From an optimization exercise on the open Yosys and OpenROAD flow, aimed at small area; shortcuts taken in it are not production practice.
Only simulation tests tie the RTL to the original design; equivalence was not proved.

==> trial 3 <==
## cpu_6502_instruction_execute
module cpu_6502_instruction_execute
(
  input  logic        clk,
  input  logic        rst_n,
  input  logic        cfg_we,
  input  logic [15:0] cfg_wdata,
  input  logic        in_valid,
  output logic             in_stall,
  input  logic        in_req_type,
  input  logic [7:0]  in_read_data,
  output logic             out_valid,
  input  logic        out_stall,
  output logic [15:0]      out_bus_addr,
  output logic             out_bus_write,
  output logic [7:0]       out_bus_wdata,
  output logic             out_opcode_fetch,
  output logic             out_bad_opcode
);
  logic [15:0] start_r, pc_r;
  logic [7:0]  a_r, x_r, y_r, s_r;
  logic        n_r, v_r, d_r, i_r, z_r, c_r;
  logic [7:0]  op_r;
  logic [15:0] ad_r;
  logic [3:0]  ph_r;
  logic        ov_r;
  logic        take;
  logic [7:0]  d;
  assign in_stall = ov_r & out_stall;
  assign take     = in_valid & ~in_stall;
  assign d        = in_read_data;
  logic [7:0] p_val;
  assign p_val = {n_r, v_r, 2'b00, d_r, i_r, z_r, c_r};
  logic ph_pcaddr, ph_stk, ph_wr;
  always_comb begin
    ph_pcaddr = (ph_r == c6502_pkg::PH_IDLE) | (ph_r == c6502_pkg::PH_FETCH) |
                (ph_r == c6502_pkg::PH_FETCHB) | (ph_r == c6502_pkg::PH_OPLO) |
                (ph_r == c6502_pkg::PH_OPHI);
    ph_stk    = (ph_r == c6502_pkg::PH_PUSH2) | (ph_r == c6502_pkg::PH_WDJ);
    ph_wr     = (ph_r == c6502_pkg::PH_WDONE) | ph_stk;
    if (ph_pcaddr)
      out_bus_addr = pc_r;
    else if (ph_stk)
      out_bus_addr = {8'h01, s_r};
  ...
clock: 8.0 ns
lec_check: 0
abc_area: 1
cap_margin: 20
core_margin: 2
core_utilization: 40
gpl_timing_driven: 0
slew_margin: 20
standard.sh (not shown) runs the stock make flow with config.mk's settings and CLKGATE_MAP_FILE= SYNTH_SCRIPT=/design/flow/synth_recipe.tcl, a recipe that flattens the netlist after the stock synthesis.
==> flow/flow/run.sh <==
#!/bin/bash
# Own layout flow: the standard ORFS flow (standard.sh) with three changes to how the
# layout is made:
#  - synthesis maps the logic with a stronger ABC area script (flow/abc_area.script); the
#    registers are mapped before ABC runs, so they are the standard synthesis's registers;
#  - each port gets the smallest buffer (buf_1) instead of the default port buffer cell;
#  - the clock tree uses small clock buffers and no dummy loads.
# The output of every step goes to its own log under orfs/logs/, and make's output to
# flow_make.log in this folder.
set -euo pipefail
W=$PWD
rm -rf "$W/scripts_mod"
cp -r "$FLOW_HOME/scripts" "$W/scripts_mod"
cp "$W/flow/abc_area.script" "$W/scripts_mod/abc_area.script"
bash standard.sh SCRIPTS_DIR="$W/scripts_mod" \
  BUFFER_PORTS_ARGS="-buffer_cell sky130_fd_sc_hd__buf_1" \
  CTS_ARGS="-sink_clustering_enable -repair_clock_nets -dont_use_dummy_load -buf_list {sky130_fd_sc_hd__clkbuf_4 sky130_fd_sc_hd__clkbuf_8}" \
  finish > "$W/flow_make.log" 2>&1
==> flow/flow/abc_area.script <==
strash
&get -n
&deepsyn -T 60
&dch -f
&nf -R 1000
&put
topo
stime -c
buffer -c
upsize -c
dnsize -c
==> build 43: changes against trial 3 <==
--- a/flow/design.v
+++ b/flow/design.v
@@ -150,45 +150,33 @@
       end
     end else begin
       case (ph_r)
         c6502_pkg::PH_FETCH, c6502_pkg::PH_FETCHB: begin
           aop = d;
-          if (!d[7]) begin
-            lsel = d[1] ? L_A : L_S;                  
-            ci   = !d[1] &  d[5];                     
-            rinv = !d[1] & !d[5];                     
-          end else begin
-            case (d[6:4])
-              3'b010:  lsel = L_A;                    
-              3'b011:  lsel = L_S;                    
-              3'b110:  lsel = L_X;                    
-              default: lsel = d[1] ? L_X : L_Y;       
-            endcase
-            ci   = !d[1] & d[6];                      
-            rinv = (d[6] & d[1]) | (d[6:4] == 3'b000 & !d[1]);    
-          end
           if (f_imp) begin
             case (d)
-              8'h8A: begin wa = 1'b1; f_nz = 1'b1; end
-              8'hAA: begin wx = 1'b1; f_nz = 1'b1; end
-              8'h98: begin wa = 1'b1; f_nz = 1'b1; end
-              8'hA8: begin wy = 1'b1; f_nz = 1'b1; end
-              8'h9A: ws = 1'b1;
-              8'hBA: begin wx = 1'b1; f_nz = 1'b1; end
-              8'hE8: begin wx = 1'b1; f_nz = 1'b1; end
-              8'hCA: begin wx = 1'b1; f_nz = 1'b1; end
-              8'hC8: begin wy = 1'b1; f_nz = 1'b1; end
-              8'h88: begin wy = 1'b1; f_nz = 1'b1; end
+              8'h8A: begin lsel = L_X; wa = 1'b1; f_nz = 1'b1; end
+              8'hAA: begin lsel = L_A; wx = 1'b1; f_nz = 1'b1; end
+              8'h98: begin lsel = L_Y; wa = 1'b1; f_nz = 1'b1; end
+              8'hA8: begin lsel = L_A; wy = 1'b1; f_nz = 1'b1; end
+              8'h9A: begin lsel = L_X; ws = 1'b1; end
+              8'hBA: begin lsel = L_S; wx = 1'b1; f_nz = 1'b1; end
+              8'hE8: begin lsel = L_X; ci = 1'b1; wx = 1'b1; f_nz = 1'b1; end
+              8'hCA: begin lsel = L_X; rinv = 1'b1; wx = 1'b1; f_nz = 1'b1; end
+              8'hC8: begin lsel = L_Y; ci = 1'b1; wy = 1'b1; f_nz = 1'b1; end
+              8'h88: begin lsel = L_Y; rinv = 1'b1; wy = 1'b1; f_nz = 1'b1; end
               8'h38: begin f_cset = 1'b1; f_cval = 1'b1; end
               8'h18: begin f_cset = 1'b1; f_cval = 1'b0; end
               8'hF8: begin f_dset = 1'b1; f_dval = 1'b1; end
               8'hD8: begin f_dset = 1'b1; f_dval = 1'b0; end
               8'hB8: f_vclr = 1'b1;
               default: begin shsel = 1'b1; wa = 1'b1; f_nz = 1'b1; f_csh = 1'b1; end
             endcase
-          end else if (f_push || f_pull) begin
-            ws = 1'b1;
+          end else if (f_push) begin
+            lsel = L_S; rinv = 1'b1; ws = 1'b1;
+          end else if (f_pull) begin
+            lsel = L_S; ci = 1'b1; ws = 1'b1;
           end
         end
         c6502_pkg::PH_OPLO: begin
           case (op_r[4:2])
             3'b000: begin
@@ -333,15 +321,12 @@
   end
   logic [7:0] res;
   assign res = shsel ? sh_out : alu;
   logic [7:0] hinc, bhi;
   logic [15:0] pci;
-  logic [7:0] dinc, pcid;
-  assign dinc = d + 8'd1;
-  assign pcid = pc_r[15:8] + {{7{d[7]}}, 1'b1};
-  assign hinc = alu_co ? dinc : d;
-  assign bhi  = (alu_co ^ d[7]) ? pcid : pc_r[15:8];
+  assign hinc = d + {7'd0, alu_co};
+  assign bhi  = pc_r[15:8] + {8{d[7]}} + {7'd0, alu_co};
   assign pci  = pc_r + 16'd1;
   logic [7:0]  a_nxt, x_nxt, y_nxt, s_nxt, op_nxt;
   logic [15:0] pc_nxt, ad_nxt;
   logic [3:0]  ph_nxt;
   logic        n_nxt, v_nxt, d_nxt, i_nxt, z_nxt, c_nxt;
--- a/flow/flow/run.sh
+++ b/flow/flow/run.sh
@@ -12,7 +12,7 @@
 rm -rf "$W/scripts_mod"
 cp -r "$FLOW_HOME/scripts" "$W/scripts_mod"
 cp "$W/flow/abc_area.script" "$W/scripts_mod/abc_area.script"
 bash standard.sh SCRIPTS_DIR="$W/scripts_mod" \
   BUFFER_PORTS_ARGS="-buffer_cell sky130_fd_sc_hd__buf_1" \
-  CTS_ARGS="-sink_clustering_enable -repair_clock_nets -dont_use_dummy_load -buf_list {sky130_fd_sc_hd__clkbuf_4 sky130_fd_sc_hd__clkbuf_8}" \
+  CTS_ARGS="-sink_clustering_enable -repair_clock_nets -dont_use_dummy_load -buf_list sky130_fd_sc_hd__clkbuf_4 sky130_fd_sc_hd__clkbuf_8" \
   finish > "$W/flow_make.log" 2>&1
--- a/flow/config.mk
+++ b/flow/config.mk
@@ -7,7 +7,6 @@
 export LEC_CHECK = 0
 export ABC_AREA = 1
 export CAP_MARGIN = 20
 export CORE_MARGIN = 2
 export CORE_UTILIZATION = 40
-export GPL_TIMING_DRIVEN = 0
 export SLEW_MARGIN = 20
==> comparison table <==
| metric | build 43 | trial 3 |
|---|---|---|
| Initial standard-cell utilization of the core | 0.409 | 0.411 |
| Adder-cell share of the synthesized area | 0.0720 | 0.0719 |
| Proportion of synthesized chip area in sequential cells | 0.278 | 0.275 |
| Average size of a mapped cell | 7.75 sq um | 7.60 sq um |
| Placed cell areas | 9300 sq um | 8640 sq um |
| Height of the die | 145 microns | 146 microns |
| Share of Yosys cell area claimed by the top area cell type | 0.188 | 0.186 |
| Fraction of the mapped netlist area in simple logic gates | 0.252 | 0.246 |
| Synthesized net count | 1,101 | 1,134 |
| Horizontal die dimension | 145 microns | 146 microns |
| Synth Area in Compound Gates | 0.310 | 0.323 |
| Summed instance area of the synthesized netlist | 7990 sq um | 8080 sq um |
| Number of instances in the placed design | 1,426 | 1,384 |
| Half-perimeter wire length of the detailed placement result | 27,000 microns | 26,300 microns |
| Multiplexer share of the synthesized area | 0.0150 | 0.0150 |
| Number of buffer cells added on primary ports | 58 | 54 |
| Gpl congestion | 1.08 | 1.02 |
| Run status | stopped before the end | no timing/DRC/antenna violations |
| Stage where the flow stopped | 4_1_cts | - |
| Cell count after synthesis | 1,031 | 1,063 |
| DP Worst Slack | -0.822 ns | -1.68 ns |
| Xor-xnor portion of the synthesized cell area | 0.0252 | 0.0163 |
| Count of different cell masters after synthesis | 85 | 82 |

separate check: timing with driven ports:
Ports are ideal in the flow. The routed layout listed here was re-timed in OpenROAD. Step 1: set_driving_cell puts a clkbuf_16 on clk and a buf_2 on each other input, an assumption about the parent block. Step 2, shift: input delay + t, output delay - t, t = (earliest + latest rising clock arrival at the registers) / 2. This alone moves slack from input paths to output paths. Three values: no drivers, after step 1, after step 2; two values: the first two.
run: trial 3
shift t [ns]: 0.422
slack for setup (ns): 0.231 / 0.252 / -0.170
worst setup path after step 2: input to register
clock arrival spread, ns: 0.046 / 0.046
pins driven straight from the clock port: 1
With both steps, setup timing fails in trial 3, where it was met with ideal ports. The setup slack of trial 3 moves by +0.021 ns with the drivers and by -0.401 ns with both steps.
